This design comes from an exercise in tuning for small area, a short achievable clock period and few clock cycles per item on the open sky130 flow, not from production work. At most, simulation tests tie the RTL to the original design; equivalence was not proved. Function not checked in runs 1 and 2: the RTL went through the layout flow alone. Power and IR drop assume default switching activity.

**flow/constraint.sdc**
```tcl
create_clock -name core_clock -period 8.0 [get_ports {clk_i}]
set_input_delay 1.6000 -clock core_clock [delete_from_list [all_inputs] [get_ports {clk_i}]]
set_output_delay 1.6000 -clock core_clock [all_outputs]
set_load 0.01 [all_outputs]
```
**flow/run.sh**
```bash
#!/bin/bash
# synth_recipe.tcl (not shown) runs the flow's synth.tcl, then flattens the netlist and writes it again
# the make line also repeats each setting of config.mk as NAME=value (left out here)
make -C /OpenROAD-flow-scripts/flow DESIGN_CONFIG=/design/flow/config.mk WORK_HOME=/design/flow/orfs CLKGATE_MAP_FILE= SYNTH_SCRIPT=/design/flow/synth_recipe.tcl finish
```
**flow/config.mk**
```make
export PLATFORM = sky130hd
export DESIGN_NAME = grid_linear_upsampler
export DESIGN_NICKNAME = grid_linear_upsampler
export VERILOG_FILES = /design/flow/design.v
export SDC_FILE = /design/flow/constraint.sdc
export NUM_CORES = 4
export LEC_CHECK = 0
export ABC_CLOCK_PERIOD_IN_PS = 2500
export CAP_MARGIN = 20
export CORE_MARGIN = 2
export CORE_UTILIZATION = 40
export PLACE_DENSITY = 0.6
export SETUP_SLACK_MARGIN = 5
export SLEW_MARGIN = 20
```
**flow/design.v**
```verilog
package gsu_pkg;
  localparam int GRID     = 40;    
  localparam int CMAX     = 9;     
  localparam int HEIGHT_W = 8;
  localparam int T_W      = 6;     
  localparam logic [1:0] STATUS_OK      = 2'd0;
  localparam logic [1:0] STATUS_ADDR    = 2'd1;
  localparam logic [1:0] STATUS_SPACING = 2'd2;
endpackage
module gsu_csa #(
  parameter int W = 15
) (
  input  logic [W-1:0] a_i,
  input  logic [W-1:0] b_i,
  input  logic [W-1:0] c_i,
  output logic [W-1:0] s_o,
  output logic [W-1:0] cy_o
);
  logic [W-1:0] maj;
  assign s_o  = a_i ^ b_i ^ c_i;
  assign maj  = (a_i & b_i) | (a_i & c_i) | (b_i & c_i);
  assign cy_o = {maj[W-2:0], 1'b0};
endmodule
module gsu_mul_cs (
  input  logic [8:0]  d_i,
  input  logic [5:0]  w_i,
  output logic [14:0] s_o,
  output logic [14:0] c_o
);
  logic [14:0] sd;
  logic [14:0] r0, r1, r2, r3, r4, k;
  logic [14:0] s1a, c1a, s1b, c1b, s2, c2;
  assign sd = {{6{d_i[8]}}, d_i};
  assign r0 = w_i[0] ? sd : '0;
  assign r1 = w_i[1] ? (sd << 1) : '0;
  assign r2 = w_i[2] ? (sd << 2) : '0;
  assign r3 = w_i[3] ? (sd << 3) : '0;
  assign r4 = w_i[5] ? (sd << 5) : (w_i[4] ? (sd << 4) : '0);
  assign k  = 15'd10240;
  gsu_csa u_l1a (.a_i(r0),  .b_i(r1),  .c_i(r2), .s_o(s1a), .cy_o(c1a));
  gsu_csa u_l1b (.a_i(r3),  .b_i(r4),  .c_i(k),  .s_o(s1b), .cy_o(c1b));
  gsu_csa u_l2  (.a_i(s1a), .b_i(c1a), .c_i(s1b), .s_o(s2),  .cy_o(c2));
  gsu_csa u_l3  (.a_i(s2),  .b_i(c2),  .c_i(c1b), .s_o(s_o), .cy_o(c_o));
endmodule
module gsu_div5_step (
  input  logic [2:0] rem_i,
  input  logic       bit_i,
  output logic       q_o,
  output logic [2:0] rem_o
);
  logic r2, r1, r0, b;
  assign {r2, r1, r0} = rem_i;
  assign b        = bit_i;
  assign q_o      = r2 | (r1 & r0) | (r1 & b);
  assign rem_o[2] = (r1 & ~r0 & ~b) | (r2 & b);
  assign rem_o[1] = (r0 & ~r1) | (r1 & r0 & b) | (r2 & ~b);
  assign rem_o[0] = (~r1 & ~r2 & b) | (r1 & r0 & ~b) | (r2 & ~b);
endmodule
module gsu_div5_step2 (
  input  logic [2:0] rem_i,
  input  logic [1:0] bits_i,
  output logic [1:0] q_o,
  output logic [2:0] rem_o
);
  logic r2, r1, r0, b1, b0;
  assign {r2, r1, r0} = rem_i;
  assign {b1, b0}     = bits_i;
  assign q_o[1]   = r2 | (r1 & r0) | (r1 & b1);
  assign q_o[0]   = r2 | (r0 & b1 & b0) | (r1 & ~r0 & ~b1) | (~r1 & r0 & b1) | (~r1 & r0 & b0);
  assign rem_o[2] = (r2 & b1 & b0) | (~r1 & r0 & ~b1 & ~b0) | (r1 & ~r0 & ~b1 & b0) | (r1 & r0 & b1 & ~b0);
  assign rem_o[1] = (r1 & ~b1 & ~b0) | (~r2 & ~r1 & b1 & b0) | (~r1 & ~r0 & b1 & ~b0) | (r2 & ~b1 & b0)
                  | (r1 & r0 & ~b1);
  assign rem_o[0] = (r2 & ~b0) | (~r2 & ~r0 & b1 & b0) | (r1 & r0 & ~b1 & b0) | (r1 & ~r0 & ~b1 & ~b0)
                  | (~r1 & r0 & b1 & ~b0) | (~r2 & ~r1 & ~r0 & b0);
endmodule
module gsu_div5_steps2 #(
  parameter int N = 1
) (
  input  logic [2:0]     rem_i,
  input  logic [2*N-1:0] bits_i,
  output logic [2*N-1:0] q_o,
  output logic [2:0]     rem_o
);
  logic [2:0] rem [N+1];
  assign rem[N] = rem_i;
  for (genvar k = N - 1; k >= 0; k--) begin : g_step
    gsu_div5_step2 u_step (.rem_i(rem[k+1]), .bits_i(bits_i[2*k+1:2*k]),
                           .q_o(q_o[2*k+1:2*k]), .rem_o(rem[k]));
  end
  assign rem_o = rem[0];
endmodule
module gsu_add #(
  parameter int W = 8
) (
  input  logic [W-1:0] a_i,
  input  logic [W-1:0] b_i,
  input  logic         ci_i,
  output logic [W-1:0] s_o
);
  localparam int L = (W > 1) ? $clog2(W) : 1;
  logic [W-1:0] g [L+1];
  logic [W-1:0] p [L+1];
  logic [W-1:0] hp;
  assign hp   = a_i ^ b_i;
  assign g[0] = (a_i & b_i) | {{(W-1){1'b0}}, hp[0] & ci_i};
  assign p[0] = hp;
  for (genvar l = 0; l < L; l++) begin : g_lvl
    for (genvar i = 0; i < W; i++) begin : g_bit
      if (((i >> l) & 1) == 1) begin : g_node
        localparam int J = ((i >> l) << l) - 1;
        assign g[l+1][i] = g[l][i] | (p[l][i] & g[l][J]);
        assign p[l+1][i] = p[l][i] & p[l][J];
      end else begin : g_pass
        assign g[l+1][i] = g[l][i];
        assign p[l+1][i] = p[l][i];
      end
    end
  end
  assign s_o = hp ^ {g[L][W-2:0], ci_i};
endmodule
module gsu_ram (
  input  logic       clk_i,
  input  logic       we_i,
  input  logic [8:0] rsel_i,    
  input  logic [8:0] csel_i,    
  input  logic [8:0] crd_i,     
  input  logic [7:0] wdata_i,
  output logic [7:0] e_o,       
  output logic [7:0] o_o        
);
  logic [7:0] mem_q [9][9];
  logic [7:0] row [9];
  always_ff @(posedge clk_i) begin
    for (int r = 0; r < 9; r++) begin
      for (int c = 0; c < 9; c++) begin
        if (we_i && rsel_i[r] && csel_i[c]) mem_q[r][c] <= wdata_i;
      end
    end
  end
  always_comb begin
    for (int c = 0; c < 9; c++) begin
      row[c] = '0;
      for (int r = 0; r < 9; r++) row[c] = row[c] | (mem_q[r][c] & {8{rsel_i[r]}});
    end
    e_o = '0;
    o_o = '0;
    for (int c = 0; c < 9; c += 2) e_o = e_o | (row[c] & {8{crd_i[c]}});
    for (int c = 1; c < 9; c += 2) o_o = o_o | (row[c] & {8{crd_i[c]}});
  end
endmodule
module gsu_queue #(
  parameter int LIMIT = 4,    
  parameter int NBUF  = 3     
) (
  input  logic       clk_i,
  input  logic       rst_ni,
  input  logic       acc_i,       
  output logic       ready_o,
  input  logic       res_valid_i,
  input  logic [9:0] res_data_i,
  output logic       out_valid_o,
  input  logic       out_ready_i,
  output logic [9:0] out_data_o
);
  localparam int CW = $clog2(LIMIT + 1);
  logic [CW-1:0] owed_q, owed_d;
  logic          ready_q;
  logic          ov_q;
  logic [9:0]    od_q;
  logic [9:0]    buf_q [NBUF];
  logic [NBUF-1:0] wp_q, rp_q;     
  logic          bempty_q;
  logic [NBUF:0] bcnt_q;           
  logic          take, ofree, pop, push;
  logic [9:0]    head;
  assign take  = ov_q && out_ready_i;
  assign ofree = !ov_q || out_ready_i;
  assign pop   = ofree && !bcnt_q[0];
  assign push  = res_valid_i && !(ofree && bcnt_q[0]);
  always_comb begin
    head = '0;
    for (int i = 0; i < NBUF; i++) head = head | (buf_q[i] & {10{rp_q[i]}});
  end
  always_comb begin
    owed_d = owed_q;
    if (acc_i && !take) owed_d = owed_q + CW'(1);
    else if (!acc_i && take) owed_d = owed_q - CW'(1);
  end
  always_ff @(posedge clk_i or negedge rst_ni) begin
    if (!rst_ni) begin
      owed_q  <= '0;
      ready_q <= 1'b0;
      ov_q    <= 1'b0;
      wp_q    <= NBUF'(1);
      rp_q    <= NBUF'(1);
      bcnt_q  <= (NBUF+1)'(1);
    end else begin
      owed_q  <= owed_d;
      ready_q <= !acc_i && (owed_d < CW'(LIMIT));
      if (ofree) ov_q <= !bcnt_q[0] || res_valid_i;
      if (push) wp_q <= {wp_q[NBUF-2:0], wp_q[NBUF-1]};
      if (pop)  rp_q <= {rp_q[NBUF-2:0], rp_q[NBUF-1]};
      if (push && !pop) bcnt_q <= {bcnt_q[NBUF-1:0], 1'b0};
      else if (pop && !push) bcnt_q <= {1'b0, bcnt_q[NBUF:1]};
    end
  end
  always_ff @(posedge clk_i) begin
    if (ofree) od_q <= !bcnt_q[0] ? head : res_data_i;
    for (int i = 0; i < NBUF; i++) begin
      if (push && wp_q[i]) buf_q[i] <= res_data_i;
    end
  end
  assign ready_o     = ready_q;
  assign out_valid_o = ov_q;
  assign out_data_o  = od_q;
endmodule
module gsu_front (
  input  logic        cmd_i,
  input  logic [5:0]  row_i,
  input  logic [5:0]  col_i,
  input  logic [4:0]  sp_i,
  output logic        we_o,       
  output logic        rd_o,       
  output logic [1:0]  status_o,
  output logic [8:0]  rsel_o,
  output logic [8:0]  csel_o,
  output logic [5:0]  tr_o,       
  output logic [5:0]  tc_o        
);
  logic       addr_ld_ok, addr_rd_ok, sp_ok;
  logic [8:0] rsel_rd, csel_rd;
  logic [14:0] rs [5];
  logic [14:0] cs [5];
  function automatic int span_of(input int i);
    case (i)
      0: span_of = 40;
      1: span_of = 20;
      2: span_of = 10;
      3: span_of = 8;
      default: span_of = 5;
    endcase
  endfunction
  for (genvar i = 0; i < 5; i++) begin : g_split
    assign rs[i] = split(row_i, span_of(i));
    assign cs[i] = split(col_i, span_of(i));
  end
  function automatic logic [14:0] split(input logic [5:0] v, input int s);
    logic [8:0] sel;
    logic [5:0] t;
    int q, r, tt;
    sel = '0;
    t   = '0;
    for (int k = 0; k <= 40; k++) begin
      if (v == 6'(k)) begin
        q  = k / s;
        r  = k % s;
        tt = r * (40 / s);
        if (q % 2 == 1) tt = 40 - tt;
        sel = 9'(1) << q;
        if (r != 0) sel = sel | (9'(1) << (q + 1));
        t = 6'(tt);
      end
    end
    split = {sel, t};
  endfunction
  always_comb begin
    rsel_rd = '0;
    csel_rd = '0;
    tr_o    = '0;
    tc_o    = '0;
    for (int i = 0; i < 5; i++) begin
      if (sp_i[i]) begin
        rsel_rd = rsel_rd | rs[i][14:6];
        csel_rd = csel_rd | cs[i][14:6];
        tr_o    = tr_o | rs[i][5:0];
        tc_o    = tc_o | cs[i][5:0];
      end
    end
  end
  assign addr_ld_ok = (row_i < 6'd9) && (col_i < 6'd9);
  assign addr_rd_ok = (row_i <= 6'd40) && (col_i <= 6'd40);
  assign sp_ok      = |sp_i;
  always_comb begin
    we_o = 1'b0;
    rd_o = 1'b0;
    if (!cmd_i) begin
      we_o     = addr_ld_ok;
      status_o = addr_ld_ok ? gsu_pkg::STATUS_OK : gsu_pkg::STATUS_ADDR;
      rsel_o   = 9'(1) << row_i[3:0];
      csel_o   = 9'(1) << col_i[3:0];
    end else begin
      rd_o     = addr_rd_ok && sp_ok;
      status_o = !addr_rd_ok ? gsu_pkg::STATUS_ADDR
               : !sp_ok      ? gsu_pkg::STATUS_SPACING : gsu_pkg::STATUS_OK;
      rsel_o   = rsel_rd;
      csel_o   = csel_rd;
    end
  end
endmodule
module gsu_lerp_core #(
  parameter int SB = 1
) (
  input  logic          clk_i,
  input  logic          rst_ni,
  input  logic          v_i,
  input  logic [SB-1:0] sb_i,
  input  logic [8:0]    d_i,
  input  logic [7:0]    x_i,
  input  logic [5:0]    w_i,
  output logic          v_o,
  output logic [SB-1:0] sb_o,
  output logic [7:0]    x_o,
  output logic [8:0]    q_o
);
  logic          p2_v, p3_v, p4_v;
  logic [SB-1:0] p2_sb, p3_sb, p4_sb;
  logic [7:0]    p2_x, p3_x, p4_x;
  logic [14:0] m_s, m_c;
  logic [14:0] p2_s, p2_c;
  gsu_mul_cs u_mul (.d_i(d_i), .w_i(w_i), .s_o(m_s), .c_o(m_c));
  logic [14:0] sum3;
  logic [11:0] z;
  logic        q3a;
  logic [2:0]  r3a, r3;
  logic [1:0]  q3b;
  logic [2:0]  p3_q;
  logic [2:0]  p3_r;
  logic [5:0]  p3_z;
  gsu_add #(.W(15)) u_add3 (.a_i(p2_s), .b_i(p2_c), .ci_i(1'b0), .s_o(sum3));
  assign z = sum3[14:3];
  gsu_div5_step   u_d3a (.rem_i(z[11:9]), .bit_i(z[8]), .q_o(q3a), .rem_o(r3a));
  gsu_div5_steps2 #(.N(1)) u_d3b (.rem_i(r3a), .bits_i(z[7:6]), .q_o(q3b), .rem_o(r3));
  logic [5:0]  q4;
  logic [2:0]  r4;
  logic [8:0]  p4_q;
  gsu_div5_steps2 #(.N(3)) u_d4 (.rem_i(p3_r), .bits_i(p3_z), .q_o(q4), .rem_o(r4));
  always_ff @(posedge clk_i or negedge rst_ni) begin
    if (!rst_ni) begin
      p2_v <= 1'b0;
      p3_v <= 1'b0;
      p4_v <= 1'b0;
    end else begin
      p2_v <= v_i;
      p3_v <= p2_v;
      p4_v <= p3_v;
    end
  end
  always_ff @(posedge clk_i) begin
    p2_sb <= sb_i;
    p2_x  <= x_i;
    p2_s  <= m_s;
    p2_c  <= m_c;
    p3_sb <= p2_sb;
    p3_x  <= p2_x;
    p3_q  <= {q3a, q3b};
    p3_r  <= r3;
    p3_z  <= z[5:0];
    p4_sb <= p3_sb;
    p4_x  <= p3_x;
    p4_q  <= {p3_q, q4};
  end
  assign v_o  = p4_v;
  assign sb_o = p4_sb;
  assign x_o  = p4_x;
  assign q_o  = p4_q;
endmodule
module grid_linear_upsampler (
  input  logic        clk_i,
  input  logic        rst_ni,
  input  logic        in_valid_i,
  output logic        in_ready_o,
  input  logic [20:0] in_data_i,
  output logic        out_valid_o,
  input  logic        out_ready_i,
  output logic [9:0]  out_data_o,
  input  logic        cfg_we_i,
  input  logic [3:0]  cfg_data_i
);
  logic [4:0] sp_q;
  logic [4:0] sp_d;
  always_comb begin
    unique case (cfg_data_i)
      4'd2:    sp_d = 5'b00001;
      4'd3:    sp_d = 5'b00010;
      4'd5:    sp_d = 5'b00100;
      4'd6:    sp_d = 5'b01000;
      4'd9:    sp_d = 5'b10000;
      default: sp_d = 5'b00000;
    endcase
  end
  always_ff @(posedge clk_i or negedge rst_ni) begin
    if (!rst_ni)       sp_q <= 5'b00100;
    else if (cfg_we_i) sp_q <= sp_d;
  end
  logic        acc;
  logic        s1_p0, s1_p1;
  logic [20:0] s1_item;
  assign acc = in_valid_i && in_ready_o;
  always_ff @(posedge clk_i or negedge rst_ni) begin
    if (!rst_ni) begin
      s1_p0 <= 1'b0;
      s1_p1 <= 1'b0;
    end else begin
      s1_p0 <= acc;
      s1_p1 <= s1_p0;
    end
  end
  always_ff @(posedge clk_i) begin
    if (acc) s1_item <= in_data_i;
  end
  logic       f_we, f_rd;
  logic [1:0] f_st;
  logic [8:0] f_rsel, f_csel;
  logic [5:0] f_tr, f_tc;
  gsu_front u_front (
    .cmd_i    (s1_item[20]),
    .row_i    (s1_item[19:14]),
    .col_i    (s1_item[13:8]),
    .sp_i     (sp_q),
    .we_o     (f_we),
    .rd_o     (f_rd),
    .status_o (f_st),
    .rsel_o   (f_rsel),
    .csel_o   (f_csel),
    .tr_o     (f_tr),
    .tc_o     (f_tc)
  );
  logic       d_v, d_ph, d_we, d_rd;
  logic [1:0] d_st;
  logic [8:0] d_rsel, d_csel;
  logic [5:0] d_tr, d_tc;
  always_ff @(posedge clk_i or negedge rst_ni) begin
    if (!rst_ni) begin
      d_v  <= 1'b0;
      d_we <= 1'b0;
    end else begin
      d_v  <= s1_p0 || s1_p1;
      d_we <= s1_p0 && f_we;
    end
  end
  always_ff @(posedge clk_i) begin
    d_ph   <= s1_p1;
    d_rd   <= f_rd;
    d_st   <= f_st;
    d_rsel <= !s1_item[20] ? f_rsel
            : !f_rd        ? 9'd0
            : s1_p1        ? (f_rsel & 9'b010101010)
            :                (f_rsel & 9'b101010101);
    d_csel <= f_csel;
    d_tr   <= f_tr;
    d_tc   <= f_tc;
  end
  logic [7:0] r_e, r_o;
  gsu_ram u_store (
    .clk_i   (clk_i),
    .we_i    (d_we),
    .rsel_i  (d_rsel),
    .csel_i  (d_csel),
    .crd_i   (d_csel & {9{d_rd}}),
    .wdata_i (s1_item[7:0]),
    .e_o     (r_e),
    .o_o     (r_o)
  );
  logic       s_v, s_ph;
  logic [1:0] s_st;
  logic [5:0] s_tr, s_tc;
  logic [7:0] s_e, s_o;
  always_ff @(posedge clk_i or negedge rst_ni) begin
    if (!rst_ni) s_v <= 1'b0;
    else         s_v <= d_v;
  end
  always_ff @(posedge clk_i) begin
    s_ph <= d_ph;
    s_st <= d_st;
    s_tr <= d_tr;
    s_tc <= d_tc;
    s_e  <= r_e;
    s_o  <= r_o;
  end
  logic [8:0] h_d1;
  logic       hp1_v;
  logic [8:0] hp1_sb;
  logic [8:0] hp1_d;
  logic [7:0] hp1_x;
  logic [5:0] hp1_w;
  gsu_add #(.W(9)) u_hsub (.a_i({1'b0, s_o}), .b_i(~{1'b0, s_e}), .ci_i(1'b1), .s_o(h_d1));
  always_ff @(posedge clk_i or negedge rst_ni) begin
    if (!rst_ni) hp1_v <= 1'b0;
    else         hp1_v <= s_v;
  end
  always_ff @(posedge clk_i) begin
    hp1_sb <= {s_ph, s_st, s_tr};
    hp1_d  <= h_d1;
    hp1_x  <= s_e;
    hp1_w  <= s_tc;
  end
  logic       h_v;
  logic [8:0] h_sb;
  logic [7:0] h_x;
  logic [8:0] h_q;
  gsu_lerp_core #(.SB(9)) u_hlerp (
    .clk_i  (clk_i),
    .rst_ni (rst_ni),
    .v_i    (hp1_v),
    .sb_i   (hp1_sb),
    .d_i    (hp1_d),
    .x_i    (hp1_x),
    .w_i    (hp1_w),
    .v_o    (h_v),
    .sb_o   (h_sb),
    .x_o    (h_x),
    .q_o    (h_q)
  );
  logic       h_ph;
  logic [8:0] j_q, j_k, j_s, j_c, j_sum;
  logic [7:0] he;
  assign h_ph = h_sb[8];
  assign j_q  = {~h_q[8], h_q[7:0]};             
  assign j_k  = h_ph ? ~{1'b0, he} : 9'd0;
  gsu_csa #(.W(9)) u_jcsa (.a_i({1'b0, h_x}), .b_i(j_q), .c_i(j_k), .s_o(j_s), .cy_o(j_c));
  gsu_add #(.W(9)) u_jadd (.a_i(j_s), .b_i(j_c), .ci_i(h_ph), .s_o(j_sum));
  always_ff @(posedge clk_i) begin
    he <= j_sum[7:0];
  end
  logic       vp1_v;
  logic [1:0] vp1_sb;
  logic [8:0] vp1_d;
  logic [7:0] vp1_x;
  logic [5:0] vp1_w;
  always_ff @(posedge clk_i or negedge rst_ni) begin
    if (!rst_ni) vp1_v <= 1'b0;
    else         vp1_v <= h_v && h_ph;
  end
  always_ff @(posedge clk_i) begin
    vp1_sb <= h_sb[7:6];
    vp1_d  <= j_sum;
    vp1_x  <= he;
    vp1_w  <= h_sb[5:0];
  end
  logic       v_v;
  logic [1:0] v_st;
  logic [7:0] v_x;
  logic [8:0] v_q;
  logic [7:0] v_h;
  gsu_lerp_core #(.SB(2)) u_vlerp (
    .clk_i  (clk_i),
    .rst_ni (rst_ni),
    .v_i    (vp1_v),
    .sb_i   (vp1_sb),
    .d_i    (vp1_d),
    .x_i    (vp1_x),
    .w_i    (vp1_w),
    .v_o    (v_v),
    .sb_o   (v_st),
    .x_o    (v_x),
    .q_o    (v_q)
  );
  gsu_add #(.W(8)) u_vadd (.a_i(v_x), .b_i(v_q[7:0]), .ci_i(1'b0), .s_o(v_h));
  gsu_queue #(.LIMIT(7), .NBUF(6)) u_queue (
    .clk_i       (clk_i),
    .rst_ni      (rst_ni),
    .acc_i       (acc),
    .ready_o     (in_ready_o),
    .res_valid_i (v_v),
    .res_data_i  ({v_h, v_st}),
    .out_valid_o (out_valid_o),
    .out_ready_i (out_ready_i),
    .out_data_o  (out_data_o)
  );
endmodule
```
==> reports/metrics.csv, run 1 <==
stage,metric,value,unit
critical_path,path_cells,clkdlybuf4s50_1 > nand2_1 > clkinvlp_4 > xnor2_1,
grt,grt_pass1_wl,145000,um
timing,grt_setup_unrepaired,true,
cells_and_area,multi_input_area,0.0123,sq mm
grt,overflow,0,
cells_and_area,num-fill-cells,8907,
clocking,htree_levels,3,
die,io_pins,42,
timing,tns,0,ps
clocking,clock_path_buffers,3,
timing,fin_crit_sh,38.0,%
place,dp_cells,4184,
timing,slew_violations,0,
grt,antenna_found_initial,1,
detailed_routing,avgRoutedWirePerCell,21.8,um
logic_synthesis,synth_async_sr_flop_share,3.93,%
clocking,clock_latency,680,ps
critical_path,path_class,input port to register,
timing,finalHoldViolCount,0,
critical_path,cp.required,8560,ps
logic_synthesis,synthDominantCellAreaShare,52.8,%
cells_and_area,fin_nets,3124,
die,die-area,0.108,sq mm
critical_path,worstPathMaxFanout,12,
critical_path,cp_top_family,buffers and inverters,
die,core_area,0.104,sq mm
cells_and_area,final_common_cell,edfxtp_1,
pwr,total_power,0.0139,W
place,dp_slack,3900,ps
detailed_routing,ant_nets,0,
detailed_routing,first_iter_violations,3114,
logic_synthesis,synth.avg_cell_area,14.4,sq um
timing,worstMarginPinSlew,947,ps
clocking,cts-root-buf,clkbuf_16,
detailed_routing,firstDrtPassIters,7,
critical_path,critical_path.max_stage_delay,750,ps
grt,grt.total_usage,17.3,%
pwr,p_per_area,291,mW/mm^2
die,die_y,328,um
logic_synthesis,synth_top_area_cell,edfxtp_1,
place,finalWeightedCongestion,0.853,
die,die_width,328,um
detailed_routing,routed_via_density,5.68,
cells_and_area,area_growth_syn_to_layout,14.0,%
logic_synthesis,synth_nets,3089,
cells_and_area,regArea,0.0291,sq mm
detailed_routing,routed_wl,96400,um
clocking,cts_buffers,106,
timing,max_clock_freq,329,MHz
min_path,hold_path.class,register to register,
cells_and_area,drive_gt1_share,11.9,%
cells_and_area,layout_common_cells,"edfxtp_1 (739), dfxtp_1 (274), a22oi_1 (143), nand2_1 (132), clkbuf_16 (107)",
logic_synthesis,yosys_most_used_dff,edfxtp_1,
logic_synthesis,synth_edf_count,739,
logic_synthesis,synth_area_leaders,"edfxtp_1 (53%), dfxtp_1 (14%), fa_1 (3.9%), a22oi_1 (2.6%), dfrtp_1 (2.3%)",
critical_path,cp-start-kind,input port,
logic_synthesis,syn_inst,2913,
timing,fin_ws,4960,ps
grt,grt_pass1_vias,24900,
detailed_routing,drc,0,
timing,finalSetupViolCount,0,
critical_path,worst-path-buf-inv,2,
detailed_routing,vias,25100,
place,portBuffers,41,
critical_path,end_kind,register,
job,max-cap-violations,0,
timing,whs,291,ps
logic_synthesis,yosysSeqAreaShare,69.1,%
logic_synthesis,syn_area,0.0420,sq mm
die,row_count,118,
timing,max-slew-margin-rel,36.9,%
cells_and_area,diodes,0,
clocking,cts_hold_buffers,0,
critical_path,crit_arrival,3600,ps
pwr,peakVddDrop,211,uV
clocking,cts_tree,done,
critical_path,crit_path_top_delay_cell,clkinvlp_4,
place,dp_hpwl,58000,um
grt,grt_max_degree,82,
logic_synthesis,yosys_warnings,26,
die,start_util,40.5,%
clocking,clk_pin_slew,70,ps
clocking,cts.sinks,1070,
run_status,status,finished clean,
timing,clock_skew,68.4,ps
logic_synthesis,ys_ff_latch,1070,
logic_synthesis,yosysUniqueCellTypes,81,
timing,min_period,3040,ps
cells_and_area,fin_cells,4420,
pwr,p_leak,17.2,nW
kinds of logic after synthesis:
group	after synthesis	share of synthesized area, %
AND/OR/NAND/NOR	610	7.43
multiplexers	44	1.13
XOR/XNOR	47	0.980
adder cells (fa/ha/maj)	152	5.94
flip-flops	1070	69.1
AO/OA/AOI/OAI	722	13.0
buffers and inverters	268	2.42
per-layer routing:
metal,wire length [um],vias to the layer above,track usage (%)
li1,-,11400,-
met1,40200,12600,22.8
met2,47300,977,29.5
met3,6530,179,2.66
met4,2360,2,5.19
met5,20,-,0
cells in the mapped netlist, types with 27 or more instances:
cell type / count
ha_1: 65
nand2_1: 133
o21ai_0: 98
and2_1: 65
inv_1: 78
nand2b_1: 27
clkbuf_1: 167
a221oi_1: 74
dfxtp_1: 289
a222oi_1: 82
edfxtp_1: 739
a22o_1: 80
nor2_1: 98
dfrtp_1: 38
a21oi_1: 74
nand3_1: 101
a22oi_1: 144
mux2_2: 29
and3_1: 93
xnor2_1: 30
fa_1: 81
timing repair:
item | CTS | global route
cloned | 1 | 1
setup endpoints to repair | 32 | 36
pin swaps | 4 | 28
resized for setup | 26 | 57
setup buffers | 3 | 30
state kept, by name (all words and copies together) (netlist names), 9 cells and up:
register and flops:
u_store.mem_q 648, u_queue.buf_q 60, s1_item 21, u_hlerp.p2_s 12
u_vlerp.p2_s 12, u_hlerp.p2_c 11, u_vlerp.p2_c 11, u_queue.od_q 10
d_csel 9, d_rsel 9, hp1_d 9, hp1_sb 9
u_hlerp.p2_sb 9, u_hlerp.p3_sb 9, u_hlerp.p4_q 9, u_hlerp.p4_sb 9
layout make-up:
type / instances / share of cell area [%]
multi-input cells: 1576 / 25.6
flip-flops and latches: 1070 / 60.6
clock inverters: 60 / 1.50
repair inverters: 1 / 0.0157
clock buffers: 140 / 6.05
repair buffers: 113 / 2.00
inverters: 80 / 0.634
well taps: 1380 / 3.60
per-stage QoR:
stage	utilization, %	cell area, sq um
final	46.2	47900
after global routing	46.2	47900
after CTS	45.7	47500
after detailed placement	42.2	43800
after global placement	42.2	43800
after floorplan	-	42000
final timing paths:
| check | start | endpoint | slack, ps | depth (start not counted) |
|---|---|---|---|---|
| worst max-delay path | in_valid_i | u_queue.owed_q[0] | 4960 | 4 |
| worst min-delay path | u_vlerp.p3_q[0] | u_vlerp.p4_q[6] | 290 | 0 |
| worst max register to register | u_vlerp.p2_s[4] | u_vlerp.p3_r[2] | 5070 | 12 |
| worst min register to register | u_vlerp.p3_q[0] | u_vlerp.p4_q[6] | 290 | 0 |
| max in group asynchronous | rst_ni | u_hlerp.p4_v | 6530 | 2 |
| min in group asynchronous | rst_ni | u_queue.owed_q[2] | 1000 | 2 |
power breakdown:
group | total [W] | switching, W | internal (W) | leakage (nW)
sequential | 0.00678 | 0.000273 | 0.00651 | 9.56
combinational | 0.00214 | 0.00136 | 0.000779 | 5.86
clock | 0.00502 | 0.00214 | 0.00289 | 1.75
==> inputs of run 2 (changes only) <==
--- a/flow/design.v
+++ b/flow/design.v
@@ -25,4 +25,5 @@
   input  logic [8:0]  d_i,
   input  logic [5:0]  w_i,
+  input  logic [11:0] k_i,
   output logic [14:0] s_o,
   output logic [14:0] c_o
@@ -37,5 +38,5 @@
   assign r3 = w_i[3] ? (sd << 3) : '0;
   assign r4 = w_i[5] ? (sd << 5) : (w_i[4] ? (sd << 4) : '0);
-  assign k  = 15'd10240;
+  assign k  = {k_i, 3'b000};
   gsu_csa u_l1a (.a_i(r0),  .b_i(r1),  .c_i(r2), .s_o(s1a), .cy_o(c1a));
   gsu_csa u_l1b (.a_i(r3),  .b_i(r4),  .c_i(k),  .s_o(s1b), .cy_o(c1b));
@@ -306,17 +307,15 @@
   input  logic [SB-1:0] sb_i,
   input  logic [8:0]    d_i,
-  input  logic [7:0]    x_i,
+  input  logic [11:0]   k_i,
   input  logic [5:0]    w_i,
   output logic          v_o,
   output logic [SB-1:0] sb_o,
-  output logic [7:0]    x_o,
-  output logic [8:0]    q_o
+  output logic [7:0]    h_o
 );
   logic          p2_v, p3_v, p4_v;
   logic [SB-1:0] p2_sb, p3_sb, p4_sb;
-  logic [7:0]    p2_x, p3_x, p4_x;
   logic [14:0] m_s, m_c;
   logic [14:0] p2_s, p2_c;
-  gsu_mul_cs u_mul (.d_i(d_i), .w_i(w_i), .s_o(m_s), .c_o(m_c));
+  gsu_mul_cs u_mul (.d_i(d_i), .w_i(w_i), .k_i(k_i), .s_o(m_s), .c_o(m_c));
   logic [14:0] sum3;
   logic [11:0] z;
@@ -333,5 +332,5 @@
   logic [5:0]  q4;
   logic [2:0]  r4;
-  logic [8:0]  p4_q;
+  logic [7:0]  p4_q;
   gsu_div5_steps2 #(.N(3)) u_d4 (.rem_i(p3_r), .bits_i(p3_z), .q_o(q4), .rem_o(r4));
   always_ff @(posedge clk_i or negedge rst_ni) begin
@@ -348,20 +347,16 @@
   always_ff @(posedge clk_i) begin
     p2_sb <= sb_i;
-    p2_x  <= x_i;
     p2_s  <= m_s;
     p2_c  <= m_c;
     p3_sb <= p2_sb;
-    p3_x  <= p2_x;
     p3_q  <= {q3a, q3b};
     p3_r  <= r3;
     p3_z  <= z[5:0];
     p4_sb <= p3_sb;
-    p4_x  <= p3_x;
-    p4_q  <= {p3_q, q4};
+    p4_q  <= {p3_q[1:0], q4};
   end
   assign v_o  = p4_v;
   assign sb_o = p4_sb;
-  assign x_o  = p4_x;
-  assign q_o  = p4_q;
+  assign h_o  = p4_q;
 endmodule
 module grid_linear_upsampler (
@@ -478,11 +473,14 @@
     s_o  <= r_o;
   end
-  logic [8:0] h_d1;
-  logic       hp1_v;
-  logic [8:0] hp1_sb;
-  logic [8:0] hp1_d;
-  logic [7:0] hp1_x;
-  logic [5:0] hp1_w;
-  gsu_add #(.W(9)) u_hsub (.a_i({1'b0, s_o}), .b_i(~{1'b0, s_e}), .ci_i(1'b1), .s_o(h_d1));
+  logic [8:0]  h_d1;
+  logic [11:0] h_k1;
+  logic        hp1_v;
+  logic [8:0]  hp1_sb;
+  logic [8:0]  hp1_d;
+  logic [11:0] hp1_k;
+  logic [5:0]  hp1_w;
+  gsu_add #(.W(9))  u_hsub (.a_i({1'b0, s_o}), .b_i(~{1'b0, s_e}), .ci_i(1'b1), .s_o(h_d1));
+  gsu_add #(.W(12)) u_hk   (.a_i({1'b0, 1'b1, s_e, 2'b00}), .b_i({3'b000, 1'b1, s_e}), .ci_i(1'b0),
+                            .s_o(h_k1));
   always_ff @(posedge clk_i or negedge rst_ni) begin
     if (!rst_ni) hp1_v <= 1'b0;
@@ -492,11 +490,10 @@
     hp1_sb <= {s_ph, s_st, s_tr};
     hp1_d  <= h_d1;
-    hp1_x  <= s_e;
+    hp1_k  <= h_k1;
     hp1_w  <= s_tc;
   end
   logic       h_v;
   logic [8:0] h_sb;
-  logic [7:0] h_x;
-  logic [8:0] h_q;
+  logic [7:0] h_h;
   gsu_lerp_core #(.SB(9)) u_hlerp (
     .clk_i  (clk_i),
@@ -505,27 +502,26 @@
     .sb_i   (hp1_sb),
     .d_i    (hp1_d),
-    .x_i    (hp1_x),
+    .k_i    (hp1_k),
     .w_i    (hp1_w),
     .v_o    (h_v),
     .sb_o   (h_sb),
-    .x_o    (h_x),
-    .q_o    (h_q)
+    .h_o    (h_h)
   );
   logic       h_ph;
-  logic [8:0] j_q, j_k, j_s, j_c, j_sum;
   logic [7:0] he;
+  logic [8:0] j_d;
+  logic [11:0] j_k;
   assign h_ph = h_sb[8];
-  assign j_q  = {~h_q[8], h_q[7:0]};             
-  assign j_k  = h_ph ? ~{1'b0, he} : 9'd0;
-  gsu_csa #(.W(9)) u_jcsa (.a_i({1'b0, h_x}), .b_i(j_q), .c_i(j_k), .s_o(j_s), .cy_o(j_c));
-  gsu_add #(.W(9)) u_jadd (.a_i(j_s), .b_i(j_c), .ci_i(h_ph), .s_o(j_sum));
+  gsu_add #(.W(9))  u_jsub (.a_i({1'b0, h_h}), .b_i(~{1'b0, he}), .ci_i(1'b1), .s_o(j_d));
+  gsu_add #(.W(12)) u_jk   (.a_i({1'b0, 1'b1, he, 2'b00}), .b_i({3'b000, 1'b1, he}), .ci_i(1'b0),
+                            .s_o(j_k));
   always_ff @(posedge clk_i) begin
-    he <= j_sum[7:0];
+    he <= h_h;
   end
-  logic       vp1_v;
-  logic [1:0] vp1_sb;
-  logic [8:0] vp1_d;
-  logic [7:0] vp1_x;
-  logic [5:0] vp1_w;
+  logic        vp1_v;
+  logic [1:0]  vp1_sb;
+  logic [8:0]  vp1_d;
+  logic [11:0] vp1_k;
+  logic [5:0]  vp1_w;
   always_ff @(posedge clk_i or negedge rst_ni) begin
     if (!rst_ni) vp1_v <= 1'b0;
@@ -534,12 +530,10 @@
   always_ff @(posedge clk_i) begin
     vp1_sb <= h_sb[7:6];
-    vp1_d  <= j_sum;
-    vp1_x  <= he;
+    vp1_d  <= j_d;
+    vp1_k  <= j_k;
     vp1_w  <= h_sb[5:0];
   end
   logic       v_v;
   logic [1:0] v_st;
-  logic [7:0] v_x;
-  logic [8:0] v_q;
   logic [7:0] v_h;
   gsu_lerp_core #(.SB(2)) u_vlerp (
@@ -549,12 +543,10 @@
     .sb_i   (vp1_sb),
     .d_i    (vp1_d),
-    .x_i    (vp1_x),
+    .k_i    (vp1_k),
     .w_i    (vp1_w),
     .v_o    (v_v),
     .sb_o   (v_st),
-    .x_o    (v_x),
-    .q_o    (v_q)
+    .h_o    (v_h)
   );
-  gsu_add #(.W(8)) u_vadd (.a_i(v_x), .b_i(v_q[7:0]), .ci_i(1'b0), .s_o(v_h));
   gsu_queue #(.LIMIT(7), .NBUF(6)) u_queue (
     .clk_i       (clk_i),
--- a/flow/config.mk
+++ b/flow/config.mk
@@ -10,4 +10,7 @@
 export CORE_MARGIN = 2
 export CORE_UTILIZATION = 40
+export CTS_BUF_LIST = sky130_fd_sc_hd__clkbuf_16
+export CTS_CLUSTER_DIAMETER = 100
+export CTS_CLUSTER_SIZE = 30
 export PLACE_DENSITY = 0.6
 export SETUP_SLACK_MARGIN = 5
==> reports/metrics.csv, run 2 <==
stage,metric,value,unit,change
logic_synthesis,syn_inst,2993,,+2.7%
place,finalWeightedCongestion,0.857,,+0.56%
grt,grt_pass1_vias,24000,,-3.8%
timing,worstMarginPinSlew,935,ps,-12.2 ps
cells_and_area,largest_register_ffs,648,,unchanged
logic_synthesis,ys_top_cells_by_count,"edfxtp_1 (739), dfxtp_1 (255), inv_1 (187), clkbuf_1 (170), a22oi_1 (153)",,
die,die_width,328,um,about the same
critical_path,reg2reg_slack,5120,ps,+50 ps
run_status,status,finished clean,,
detailed_routing,routed_via_density,5.61,,-1.3%
logic_synthesis,yosys_most_used_dff,edfxtp_1,,
critical_path,path_class,input port to register,,
die,row_count,118,,unchanged
clocking,htree_levels,2,,-1
logic_synthesis,synth_simple_gate_area_share,7.39,%,-0.040 points
detailed_routing,ant_nets,0,,unchanged
cells_and_area,largest_register,u_store.mem_q,,
logic_synthesis,synth.avg_cell_area,14.0,sq um,-2.6%
critical_path,crit_arrival,3540,ps,-60 ps
detailed_routing,vias,24400,,-2.9%
cells_and_area,reg_top3,"u_store.mem_q x648, u_queue.buf_q x60, s1_item x21",,
logic_synthesis,ys_ff_latch,1036,,-3.2%
detailed_routing,firstDrtPassIters,6,,-1
clocking,cts-root-buf,clkbuf_16,,
die,io_pins,42,,unchanged
timing,min_period,3030,ps,-13.3 ps
pwr,p_per_area,254,mW/mm^2,-13%
clocking,cts_buffers,43,,-59%
detailed_routing,drc,0,,unchanged
grt,overflow,0,,unchanged
logic_synthesis,synth_top_family_by_area,compound AO/OA/AOI/OAI gates,,
timing,finalHoldViolCount,0,,unchanged
place,dp_hpwl,55700,um,-4.0%
logic_synthesis,synth_nets,3174,,+2.8%
logic_synthesis,yosys_warnings,26,,unchanged
logic_synthesis,synth_edf_count,739,,unchanged
grt,grt_max_degree,82,,unchanged
job,max-cap-violations,0,,unchanged
cells_and_area,area_growth_syn_to_layout,7.90,%,
logic_synthesis,syn_area,0.0420,sq mm,about the same
logic_synthesis,synth_xor_area_share,1.02,%,+0.041 points
grt,grt_pass1_wl,142000,um,-2.2%
cells_and_area,num-fill-cells,9415,,+5.7%
cells_and_area,drive_gt1_share,6.54,%,-5.3 points
timing,fin_crit_sh,37.8,%,-0.17 points
timing,clock_skew,63.8,ps,-4.64 ps
grt,antenna_found_initial,3,,+2
clocking,clock_latency,650,ps,-30 ps
cells_and_area,final_util,43.7,%,-2.5 points
die,start_util,40.5,%,about the same
logic_synthesis,synthMuxAreaShare,1.06,%,-0.075 points
critical_path,cp.required,8510,ps,-50 ps
logic_synthesis,yosysSeqAreaShare,67.4,%,-1.7 points
detailed_routing,avgRoutedWirePerCell,21.3,um,-2.4%
logic_synthesis,synthDominantCellAreaShare,52.8,%,about the same
logic_synthesis,synth_area_leaders,"edfxtp_1 (53%), dfxtp_1 (12%), fa_1 (4.6%), a22oi_1 (2.7%), dfrtp_1 (2.3%)",,
critical_path,end_kind,register,,
critical_path,startpoint,in_valid_i,,
detailed_routing,first_iter_violations,2500,,-20%
grt,grt.total_usage,16.8,%,-0.46 points
die,die-area,0.108,sq mm,about the same
logic_synthesis,synth_top_area_cell,edfxtp_1,,
clocking,clock_path_buffers,3,,unchanged
critical_path,cp-start-kind,input port,,
min_path,min_from,u_vlerp.p2_sb[0],,
logic_synthesis,synth_async_sr_flop_share,4.05,%,+0.13 points
pwr,peakVddDrop,159,uV,-25%
timing,slew_violations,0,,unchanged
clocking,cts.sinks,1036,,-3.2%
cells_and_area,layout_common_cells,"edfxtp_1 (739), dfxtp_1 (245), inv_1 (212), a22oi_1 (153), nand2_1 (126)",,
cells_and_area,fin_nets,3112,,-0.38%
place,portBuffers,41,,unchanged
die,die_y,328,um,about the same
detailed_routing,routed_wl,92500,um,-4.0%
logic_synthesis,synthAdderAreaFrac,6.33,%,+0.39 points
die,core_area,0.104,sq mm,+0.14%
cells_and_area,final_common_cell,edfxtp_1,,
timing,tns,0,ps,unchanged
timing,max_clock_freq,330,MHz,+0.44%
clocking,cts_tree,done,,
critical_path,worstPathMaxFanout,12,,unchanged
timing,max-slew-margin-rel,37.7,%,+0.82 points
clocking,clk_pin_slew,110,ps,+40 ps
pwr,p_leak,16.1,nW,-6.4%
logic_synthesis,post-synth-top-count-cell,edfxtp_1,,
logic_synthesis,yosysUniqueCellTypes,82,,+1.2%
min_path,hold_path.class,register to register,,
logic_synthesis,synth-compound-area-share,13.4,%,+0.38 points
timing,grt_setup_unrepaired,true,,
critical_path,r2r-start,u_vlerp.p2_c[4],,
timing,finalSetupViolCount,0,,unchanged
## run 2: kinds of logic after synthesis
logic type	after synthesis
simple gates	597
mux	41
xor+xnor	49
flops	1036
compound gates	736
fa+ha+maj	156
buf+inv	378
## run 2: worst max-delay path: stages
cell and delay (ps):
clkdlybuf4s50_1 400, nand2_1 460, clkinvlp_4 720, xnor2_1 320
## run 2: worst paths after layout
check,end,cells past startpoint
worst min register to register,u_vlerp.p3_sb[0],0
worst max-delay path,u_queue.owed_q[0],4
max in group asynchronous,d_we,2
worst max register to register,u_vlerp.p3_r[0],12
worst min-delay path,u_vlerp.p3_sb[0],0
min in group asynchronous,u_queue.owed_q[1],2
## run 2: report_power, final
group	leakage [nW]	total, W	internal, W	switching (W)
Clock	0.758	0.00271	0.00107	0.00164
Sequential	9.28	0.00656	0.00622	0.000337
Combinational	6.04	0.00224	0.000880	0.00136
## run 2: stage by stage
step / std cells / hold slack [ps] / power (W) / setup WS, ps / cell area (sq um)
5_1_grt: 4346 / 329 / 0.0121 / 4930 / 45400
2_1_floorplan: 2993 / 310 / 0.00819 / 5040 / 42100
3_5_place_dp: 4252 / 312 / 0.00883 / 4020 / 43700
6_report: 4348 / 334 / 0.0115 / 4970 / 45400
3_3_place_gp: 4252 / 310 / 0.00880 / 4070 / 43700
4_1_cts: 4334 / 324 / 0.0115 / 4720 / 45100
## run 2: per-layer routing
metal	part of all wire, %	global-route usage (%)	vias up
met1	45	23.6	12300
li1	-	-	11300
met3	6.2	2.46	101
met2	47	27.6	761
met5	0.011	0	-
met4	2.1	4.03	2
## run 2: timing repair
action / in CTS / in global routing
setup buffers: 2 / 10
pin swaps: 1 / 11
hold buffers: 0 / 0
setup endpoints to repair: 30 / 27
gates resized for setup: 21 / 29
cloned: 0 / 2
## run 2: cell type report
class	instances	area (sq um)	share of cell area [%]
clock inverter	35	241	0.532
inverter	187	706	1.56
clock buffer	45	1130	2.48
multi-input combinational	1580	12500	27.5
tap	1380	1730	3.81
timing repair inverter	1	7.51	0.0165
sequential	1036	28400	62.6
antenna	2	5.00	0.0110
timing repair buffer	82	712	1.57
==> inputs of run 3 (changes only) <==
--- a/flow/design.v
+++ b/flow/design.v
@@ -151,6 +151,6 @@
 endmodule
 module gsu_queue #(
-  parameter int LIMIT = 4,    
-  parameter int NBUF  = 3     
+  parameter int LIMIT = 7,    
+  parameter int NBUF  = 6     
 ) (
   input  logic       clk_i,
@@ -165,30 +165,30 @@
 );
   localparam int CW = $clog2(LIMIT + 1);
-  logic [CW-1:0] owed_q, owed_d;
-  logic          ready_q;
-  logic          ov_q;
-  logic [9:0]    od_q;
-  logic [9:0]    buf_q [NBUF];
-  logic [NBUF-1:0] wp_q, rp_q;     
-  logic          bempty_q;
-  logic [NBUF:0] bcnt_q;           
-  logic          take, ofree, pop, push;
-  logic [9:0]    head;
+  logic [CW-1:0]   owed_q, owed_inc, owed_dec;
+  logic            below_q;            
+  logic            ready_q;
+  logic            ov_q;
+  logic [9:0]      od_q;
+  logic [9:0]      buf_q [NBUF];
+  logic [NBUF-1:0] wp_q, rp_q;         
+  logic [NBUF:0]   bcnt_q;             
+  logic            take, ofree, pop, push, up, dn;
+  logic [9:0]      head;
   assign take  = ov_q && out_ready_i;
   assign ofree = !ov_q || out_ready_i;
   assign pop   = ofree && !bcnt_q[0];
   assign push  = res_valid_i && !(ofree && bcnt_q[0]);
+  assign up    = res_valid_i && ov_q && !out_ready_i;
+  assign dn    = !bcnt_q[0] && !res_valid_i && ofree;
+  assign owed_inc = owed_q + CW'(1);
+  assign owed_dec = owed_q - CW'(1);
   always_comb begin
     head = '0;
     for (int i = 0; i < NBUF; i++) head = head | (buf_q[i] & {10{rp_q[i]}});
   end
-  always_comb begin
-    owed_d = owed_q;
-    if (acc_i && !take) owed_d = owed_q + CW'(1);
-    else if (!acc_i && take) owed_d = owed_q - CW'(1);
-  end
   always_ff @(posedge clk_i or negedge rst_ni) begin
     if (!rst_ni) begin
       owed_q  <= '0;
+      below_q <= 1'b1;
       ready_q <= 1'b0;
       ov_q    <= 1'b0;
@@ -197,11 +197,17 @@
       bcnt_q  <= (NBUF+1)'(1);
     end else begin
-      owed_q  <= owed_d;
-      ready_q <= !acc_i && (owed_d < CW'(LIMIT));
+      if (acc_i && !take) begin
+        owed_q  <= owed_inc;
+        below_q <= owed_inc < CW'(LIMIT);
+      end else if (!acc_i && take) begin
+        owed_q  <= owed_dec;
+        below_q <= 1'b1;
+      end
+      ready_q <= !acc_i && (below_q || take);
       if (ofree) ov_q <= !bcnt_q[0] || res_valid_i;
       if (push) wp_q <= {wp_q[NBUF-2:0], wp_q[NBUF-1]};
       if (pop)  rp_q <= {rp_q[NBUF-2:0], rp_q[NBUF-1]};
-      if (push && !pop) bcnt_q <= {bcnt_q[NBUF-1:0], 1'b0};
-      else if (pop && !push) bcnt_q <= {1'b0, bcnt_q[NBUF:1]};
+      if (up)      bcnt_q <= {bcnt_q[NBUF-1:0], 1'b0};
+      else if (dn) bcnt_q <= {1'b0, bcnt_q[NBUF:1]};
     end
   end
@@ -209,5 +215,5 @@
     if (ofree) od_q <= !bcnt_q[0] ? head : res_data_i;
     for (int i = 0; i < NBUF; i++) begin
-      if (push && wp_q[i]) buf_q[i] <= res_data_i;
+      if (res_valid_i && wp_q[i]) buf_q[i] <= res_data_i;
     end
   end
@@ -402,5 +408,5 @@
   end
   always_ff @(posedge clk_i) begin
-    if (acc) s1_item <= in_data_i;
+    if (in_ready_o) s1_item <= in_data_i;
   end
   logic       f_we, f_rd;
--- a/flow/config.mk
+++ b/flow/config.mk
@@ -9,9 +9,9 @@
 export CAP_MARGIN = 20
 export CORE_MARGIN = 2
-export CORE_UTILIZATION = 40
+export CORE_UTILIZATION = 55
 export CTS_BUF_LIST = sky130_fd_sc_hd__clkbuf_16
 export CTS_CLUSTER_DIAMETER = 100
 export CTS_CLUSTER_SIZE = 30
-export PLACE_DENSITY = 0.6
+export PLACE_DENSITY = 0.7
 export SETUP_SLACK_MARGIN = 5
 export SLEW_MARGIN = 20
==> reports/metrics.csv, run 3 <==
stage,metric,value,unit,change
timing,slew_violations,0,,unchanged
critical_path,crit_arrival,3490,ps,-50 ps
die,row_count,101,,-14%
critical_path,reg2reg_slack,5020,ps,-100 ps
place,portBuffers,41,,unchanged
clocking,clock_latency,630,ps,-20 ps
detailed_routing,avgRoutedWirePerCell,23.3,um,+9.4%
critical_path,r2r-start,u_vlerp.p2_c[4],,
detailed_routing,routed_wl,94200,um,+1.8%
clocking,cts-root-buf,clkbuf_16,,
timing,worstMarginPinSlew,1120,ps,+181 ps
logic_synthesis,yosysSeqAreaShare,67.2,%,-0.22 points
logic_synthesis,yosys_warnings,26,,unchanged
job,max-cap-violations,0,,unchanged
logic_synthesis,synth_async_sr_flop_share,4.15,%,+0.093 points
detailed_routing,firstDrtPassIters,7,,+1
logic_synthesis,synth_top_area_cell,edfxtp_1,,
logic_synthesis,post-synth-top-count-cell,edfxtp_1,,
pwr,pwr-share-clk,21.1,%,-2.5 points
place,dp_slack,4300,ps,+287 ps
pwr,p_int,0.00838,W,+2.4%
grt,grt_pass1_wl,144000,um,+1.2%
timing,whs,334,ps,+0.320 ps
critical_path,end_kind,register,,
pwr,p_leak,16.2,nW,+0.48%
timing,max-slew-margin-rel,24.7,%,-13 points
cells_and_area,largest_register_ffs,648,,unchanged
timing,clock_skew,24.1,ps,-39.7 ps
timing,grt_setup_unrepaired,true,,
detailed_routing,routed_via_density,6.32,,+13%
pwr,p_sw,0.00366,W,+9.5%
place,finalWeightedCongestion,0.866,,+1.1%
min_path,min_path_cells,0,,unchanged
pwr,peakVddDrop,199,uV,+25%
die,die_y,281,um,-14%
cells_and_area,drive_gt1_share,6.59,%,+0.053 points
critical_path,cp.required,8510,ps,about the same
pwr,p_sw_share,30.4,%,+1.4 points
min_path,min_to,hp1_sb[3],,
logic_synthesis,synth_edf_count,739,,unchanged
die,die_width,281,um,-14%
grt,overflow,0,,unchanged
cells_and_area,largest_register,u_store.mem_q,,
logic_synthesis,yosysUniqueCellTypes,81,,-1.2%
min_path,min_from,s_tr[3],,
timing,finalHoldViolCount,0,,unchanged
clocking,cts_buffers,41,,-4.7%
cells_and_area,final_util,59.4,%,+16 points
pwr,p_comb_share,22.7,%,+3.2 points
cells_and_area,reg_top3,"u_store.mem_q x648, u_queue.buf_q x60, s1_item x21",,
detailed_routing,vias,25600,,+4.9%
logic_synthesis,synth_area_leaders,"edfxtp_1 (53%), dfxtp_1 (12%), fa_1 (4.6%), a22oi_1 (2.5%), dfrtp_1 (2.3%)",,
pwr,p_per_area,267,mW/mm^2,+5.1%
critical_path,startpoint,u_vlerp.p2_c[4],,
critical_path,r2r-end,u_vlerp.p3_r[2],,
logic_synthesis,syn_area,0.0422,sq mm,+0.42%
clocking,cts.sinks,1037,,+0.097%
clocking,cts_hold_buffers,0,,unchanged
place,dp_hpwl,57400,um,+3.0%
logic_synthesis,ys_ff_latch,1037,,+0.097%
critical_path,cp-start-kind,register,,
critical_path,worstRegToRegCells,11,,-1
timing,min_period,2980,ps,-45.3 ps
grt,antenna_found_initial,0,,-3
detailed_routing,first_iter_violations,3463,,+39%
die,io_pins,42,,unchanged
cells_and_area,final_common_cell,edfxtp_1,,
clocking,clock_path_buffers,3,,unchanged
timing,tns,0,ps,unchanged
cells_and_area,fin_nets,3171,,+1.9%
timing,finalSetupViolCount,0,,unchanged
timing,fin_ws,5020,ps,+45.3 ps
run_status,status,finished clean,,
logic_synthesis,synth_nets,3222,,+1.5%
detailed_routing,drc,0,,unchanged
grt,grt_pass1_vias,25100,,+4.7%
die,die-area,0.0790,sq mm,-27%
grt,grt_max_degree,82,,unchanged
clocking,cts_tree,done,,
logic_synthesis,syn_inst,3041,,+1.6%
logic_synthesis,synth.avg_cell_area,13.9,sq um,-1.2%
clocking,clk_pin_slew,110,ps,about the same
min_path,hold_path.class,register to register,,
die,core_area,0.0759,sq mm,-27%
grt,grt.total_usage,23.5,%,+6.7 points
timing,fin_crit_sh,37.3,%,-0.57 points
clocking,htree_levels,2,,unchanged
cells_and_area,layout_common_cells,"edfxtp_1 (739), dfxtp_1 (245), inv_1 (208), a22oi_1 (143), nand2_1 (134)",,
logic_synthesis,synthDominantCellAreaShare,52.6,%,-0.22 points
pwr,total_power,0.0120,W,+4.5%
die,start_util,55.6,%,+15 points
detailed_routing,ant_nets,0,,unchanged
critical_path,path_class,register to register,,
cells_and_area,diodes,0,,-2
logic_synthesis,ys_top_cells_by_count,"edfxtp_1 (739), dfxtp_1 (255), inv_1 (187), clkbuf_1 (168), a22oi_1 (143)",,
critical_path,worstPathMaxFanout,4,,-8
logic_synthesis,yosys_most_used_dff,edfxtp_1,,
timing,max_clock_freq,335,MHz,+1.5%
cells_and_area,area_growth_syn_to_layout,6.82,%,
pwr,pwr-share-seq,56.2,%,-0.8 points
[run 3: cell types whose count changed in the layout (fill, tap and decap cells not counted), moves of 10 or more]
| cell | before | now |
|---|---|---|
| buf_4 | 39 | 52 |
| a22oi_1 | 153 | 143 |
| o211ai_1 | 10 | 23 |
| nor2_1 | 88 | 100 |
| nor2b_1 | 25 | 14 |
| a21oi_1 | 69 | 100 |
[run 3: timing repair]
item | 4_1_cts | 5_1_grt
pin swaps | 4 | 9
hold endpoints to repair | 0 | 0
setup buffers | 5 | 17
gates resized for setup | 32 | 33
endpoints found under the setup margin | 25 | 36
gates cloned | 1 | 1
[run 3: cells by family (layout without fill, tap and decap cells)]
logic type	after synthesis	in the layout	share of synthesized area, %
flip-flops	1037	1037	67.2
buffers and inverters	383	360	3.44
XOR/XNOR	54	54	1.12
multiplexers	41	41	1.05
AND/OR/NAND/NOR	607	607	7.38
adder cells (fa/ha/maj)	152	152	6.21
AO/OA/AOI/OAI	767	767	13.6
[run 3: worst max-delay path: stages (launching register included)]
cell	delay, ps
dfxtp_2	330
ha_1	130
inv_1	50
fa_2	360
nor2b_4	180
o2111ai_4	150
a31oi_4	290
mux2i_4	330
o22ai_2	130
mux2i_2	300
mux2_4	330
a221o_1	290
[run 3: how the worst max path moves through the flow]
stage | end | slack (ps) | cells after the start
global route | u_vlerp.p3_r[0] | 4930 | 12
CTS | in_ready_o | 4820 | 2
finish | u_vlerp.p3_r[2] | 5020 | 11
global placement | u_queue.wp_q[5] | 4410 | 6
floorplan | u_vlerp.p3_r[2] | 5000 | 11
detailed placement | u_queue.wp_q[2] | 4300 | 6
[run 3: power groups by stage]
stage / Clock [W] / Combinational (W) / Sequential [W]
floorplan: 0 / 0.00182 / 0.00676
global placement: 0 / 0.00242 / 0.00689
detailed placement: 0 / 0.00252 / 0.00691
CTS: 0.00260 / 0.00257 / 0.00679
global route: 0.00277 / 0.00302 / 0.00683
finish: 0.00254 / 0.00273 / 0.00677
[run 3: layout make-up]
type | instances | area [sq um]
fillers | 5778 | 30800
flip-flops and latches | 1037 | 28400
multi-input cells | 1621 | 12600
well taps | 1030 | 1290
clock buffers | 41 | 1030
repair buffers | 98 | 867
inverters | 190 | 717
clock inverters | 30 | 173
repair inverters | 1 | 5.00
[run 3: through the flow]
step | cells | instance area, sq um
final | 4048 | 45100
after global routing | 4048 | 45100
after CTS | 4029 | 44800
after detailed placement | 3952 | 43400
after global placement | 3952 | 43400
after floorplan | 3041 | 42200
[run 3: layer usage]
| layer | vias to the layer above | part of all wire [%] | global-route usage, % |
|---|---|---|---|
| met1 | 12800 | 40 | 32.3 |
| met2 | 1167 | 50 | 40.2 |
| met3 | 151 | 7.3 | 2.41 |
| li1 | 11400 | - | - |
| met5 | - | 0 | 0 |
| met4 | 0 | 2.7 | 6.39 |
Testbench counts of run 3, summed over its fixed seeds: cycles 6,862, items 3,335.
==> inputs of run 4 (changes only) <==
--- a/flow/config.mk
+++ b/flow/config.mk
@@ -9,9 +9,9 @@
 export CAP_MARGIN = 20
 export CORE_MARGIN = 2
-export CORE_UTILIZATION = 55
+export CORE_UTILIZATION = 40
 export CTS_BUF_LIST = sky130_fd_sc_hd__clkbuf_16
 export CTS_CLUSTER_DIAMETER = 100
 export CTS_CLUSTER_SIZE = 30
-export PLACE_DENSITY = 0.7
+export PLACE_DENSITY = 0.6
 export SETUP_SLACK_MARGIN = 5
 export SLEW_MARGIN = 20
==> reports/metrics.csv, run 4 <==
stage,metric,value,unit,change
cells_and_area,largest_register,u_store.mem_q,,
logic_synthesis,yosysSeqAreaShare,67.2,%,unchanged
place,dp_hpwl,57900,um,+0.93%
timing,clock_skew,43.9,ps,+19.8 ps
cells_and_area,num-fill-cells,9433,,+63%
logic_synthesis,syn_area,0.0422,sq mm,unchanged
detailed_routing,vias,25200,,-1.4%
clocking,cts_buffers,43,,+4.9%
cells_and_area,drive_gt1_share,6.68,%,+0.086 points
cells_and_area,area_growth_syn_to_layout,8.15,%,
grt,grt_max_degree,82,,unchanged
logic_synthesis,syn_inst,3041,,unchanged
grt,grt_pass1_vias,24400,,-2.9%
die,die_width,329,um,+17%
clocking,htree_levels,2,,unchanged
logic_synthesis,synth_top_area_cell,edfxtp_1,,
cells_and_area,diodes,0,,unchanged
die,row_count,119,,+18%
cells_and_area,final_common_cell,edfxtp_1,,
detailed_routing,ant_nets,0,,unchanged
detailed_routing,routed_wl,95700,um,+1.6%
timing,fin_crit_sh,37.7,%,+0.48 points
cells_and_area,reg_top3,"u_store.mem_q x648, u_queue.buf_q x60, s1_item x21",,
timing,tns,0,ps,unchanged
place,dp_slack,4390,ps,+90.6 ps
die,die_y,329,um,+17%
pwr,p_per_area,267,mW/mm^2,about the same
die,die-area,0.108,sq mm,+37%
logic_synthesis,synth_edf_count,739,,unchanged
cells_and_area,largest_register_ffs,648,,unchanged
place,finalWeightedCongestion,0.869,,+0.31%
timing,worstMarginPinSlew,1080,ps,-39.1 ps
grt,overflow,0,,unchanged
logic_synthesis,synth_nets,3222,,unchanged
pwr,peakVddDrop,234,uV,+18%
grt,antenna_found_initial,3,,+3
timing,fin_ws,4980,ps,-38.5 ps
critical_path,worstPathMaxFanout,12,,+8
clocking,clock_latency,680,ps,+50 ps
clocking,cts_hold_buffers,0,,unchanged
critical_path,cp-start-kind,register,,
cells_and_area,fin_area,0.0457,sq mm,+1.2%
pwr,p_leak,16.2,nW,+0.31%
logic_synthesis,synthDominantCellAreaShare,52.6,%,unchanged
timing,slew_violations,0,,unchanged
logic_synthesis,ys_ff_latch,1037,,unchanged
die,io_pins,42,,unchanged
timing,grt_setup_unrepaired,true,,
clocking,cts_tree,done,,
clocking,cts-root-buf,clkbuf_16,,
timing,finalHoldViolCount,0,,unchanged
detailed_routing,drc,0,,unchanged
critical_path,cp.required,6400,ps,-2110 ps
clocking,clk_pin_slew,120,ps,about the same
logic_synthesis,synth.avg_cell_area,13.9,sq um,unchanged
critical_path,end_kind,output port,,
critical_path,path_class,register to output port,,
logic_synthesis,synth_area_leaders,"edfxtp_1 (53%), dfxtp_1 (12%), fa_1 (4.6%), a22oi_1 (2.5%), dfrtp_1 (2.3%)",,
die,core_area,0.105,sq mm,+38%
timing,min_period,3020,ps,+38.5 ps
run_status,status,finished clean,,
detailed_routing,avgRoutedWirePerCell,21.7,um,-6.9%
logic_synthesis,synth_async_sr_flop_share,4.15,%,unchanged
min_path,hold_path.class,register to register,,
logic_synthesis,post-synth-top-count-cell,edfxtp_1,,
grt,grt_pass1_wl,146000,um,+1.2%
timing,finalSetupViolCount,0,,unchanged
clocking,clock_path_buffers,3,,unchanged
job,max-cap-violations,0,,unchanged
detailed_routing,firstDrtPassIters,6,,-1
detailed_routing,routed_via_density,5.71,,-9.6%
clocking,cts.sinks,1037,,unchanged
logic_synthesis,yosysUniqueCellTypes,81,,unchanged
place,portBuffers,41,,unchanged
logic_synthesis,yosys_warnings,26,,unchanged
cells_and_area,layout_common_cells,"edfxtp_1 (739), dfxtp_1 (244), inv_1 (209), a22oi_1 (143), nand2_1 (134)",,
detailed_routing,first_iter_violations,3075,,-11%
cells_and_area,fin_nets,3172,,+0.032%
critical_path,crit_arrival,1420,ps,-2070 ps
place,dp_cells,4309,,+9.0%
cells_and_area,fin_cells,4415,,+9.1%
timing,max_clock_freq,331,MHz,-1.3%
timing,max-slew-margin-rel,27.9,%,+3.3 points
place,place_area,0.0439,sq mm,+1.0%
die,start_util,40.2,%,-15 points
logic_synthesis,yosys_most_used_dff,edfxtp_1,,
logic_synthesis,ys_top_cells_by_count,"edfxtp_1 (739), dfxtp_1 (255), inv_1 (187), clkbuf_1 (168), a22oi_1 (143)",,
grt,grt.total_usage,17.3,%,-6.2 points
## run 4: cell counts after synthesis
Identical to the previous run, type by type.
## run 4: per-stage QoR
| stage | total power (W) | hold slack [ps] | util [%] |
|---|---|---|---|
| 4_1_cts | 0.0122 | 328 | 43.2 |
| 2_1_floorplan | 0.00858 | 310 | - |
| 5_1_grt | 0.0128 | 330 | 43.5 |
| 3_3_place_gp | 0.00941 | 311 | 41.8 |
| 3_5_place_dp | 0.00944 | 312 | 41.8 |
| 6_report | 0.0122 | 327 | 43.5 |
## run 4: cells by family (layout without fill, tap and decap cells)
logic type	count (synthesis)	after routing	synth area share, %
DFF	1037	1037	67.2
AOI/OAI and AO/OA	767	767	13.6
and+or+nand+nor	607	607	7.38
buffers and inverters	383	366	3.44
adders and majority gates	152	152	6.21
xor gates and xnor gates	54	54	1.12
muxes	41	41	1.05
## run 4: final timing paths
kind | startpoint | endpoint | slack [ps] | depth (start not counted)
min in group asynchronous | rst_ni | u_queue.ov_q | 1050 | 2
min reg2reg | u_hlerp.p4_sb[3] | vp1_w[3] | 330 | 0
min | u_hlerp.p4_sb[3] | vp1_w[3] | 330 | 0
max reg2reg | u_vlerp.p2_c[4] | u_vlerp.p3_r[0] | 5010 | 12
max in group asynchronous | rst_ni | d_we | 6460 | 2
max | u_queue.ready_q | in_ready_o | 4980 | 2
## run 4: cell type report
type / instances / area (sq um) / share of cell area [%]
clock inverter: 35 / 258 / 0.564
timing repair buffer: 97 / 846 / 1.85
sequential: 1037 / 28400 / 62.2
inverter: 190 / 717 / 1.57
tap: 1391 / 1740 / 3.81
multi-input combinational: 1621 / 12600 / 27.6
timing repair inverter: 1 / 5.00 / 0.0110
clock buffer: 43 / 1080 / 2.36
## run 4: routing by layer
metal	vias up	global-route usage (%)	wire (um)	part of all wire, %
met5	-	0	16	0.017
met4	2	5.00	2500	2.6
met3	128	1.94	5580	5.8
met2	896	29.0	46900	49
met1	12700	23.8	40700	43
li1	11500	-	-	-
## run 4: where the power goes
group / switching (W) / internal [W]
Clock: 0.00169 / 0.00104
Combinational: 0.00160 / 0.00106
Sequential: 0.000463 / 0.00634
## run 4: timing repair
action / in CTS / in global routing
pin swaps: 4 / 13
endpoints found under the setup margin: 22 / 25
gates cloned: 1 / 1
setup buffers: 8 / 18
resized for setup: 27 / 36
## run 4: critical path: stages, from the launching register on
cell	delay (ps)
dfrtp_2	450
buf_12	150
clkbuf_2	140

-- port drivers added, routing unchanged --
How much do the figures lean on ideal ports? The routed layouts below were timed once more, with nothing changed but the port constraints. Step 1: set_driving_cell puts a clkbuf_16 on clk_i and a buf_2 on each other input, an assumption about the parent block. Step 2 moves the port delays by t, midway between the first and last clock arrival at a register: inputs arrive t later, outputs are due t later. That takes back most of the time a late clock gives input paths. Three values: no drivers, after step 1, after step 2; two values: the first two.
run | t, ns | setup WS [ns] | worst hold slack (ns) | worst setup path after step 2 | worst data-port slew with drivers (ns)
run 1 | 0.741 | 4.960 / 4.993 / 4.266 | 0.291 / 0.291 / 0.291 | input to register | 0.05
run 2 | 0.677 | 4.974 / 5.014 / 4.337 | 0.334 / 0.334 / 0.334 | input to register | 0.11
run 3 | 0.688 | 5.019 / 4.983 / 4.434 | 0.334 / 0.334 / 0.334 | input to register | 0.04
run 4 | 0.714 | 4.980 / 4.915 / 4.436 | 0.327 / 0.327 / 0.327 | input to register | 0.09
After both steps setup and hold are still met in every run listed. The setup slack of run 1, which loses most, moves by +0.033 ns with the drivers and by -0.694 ns with both steps.
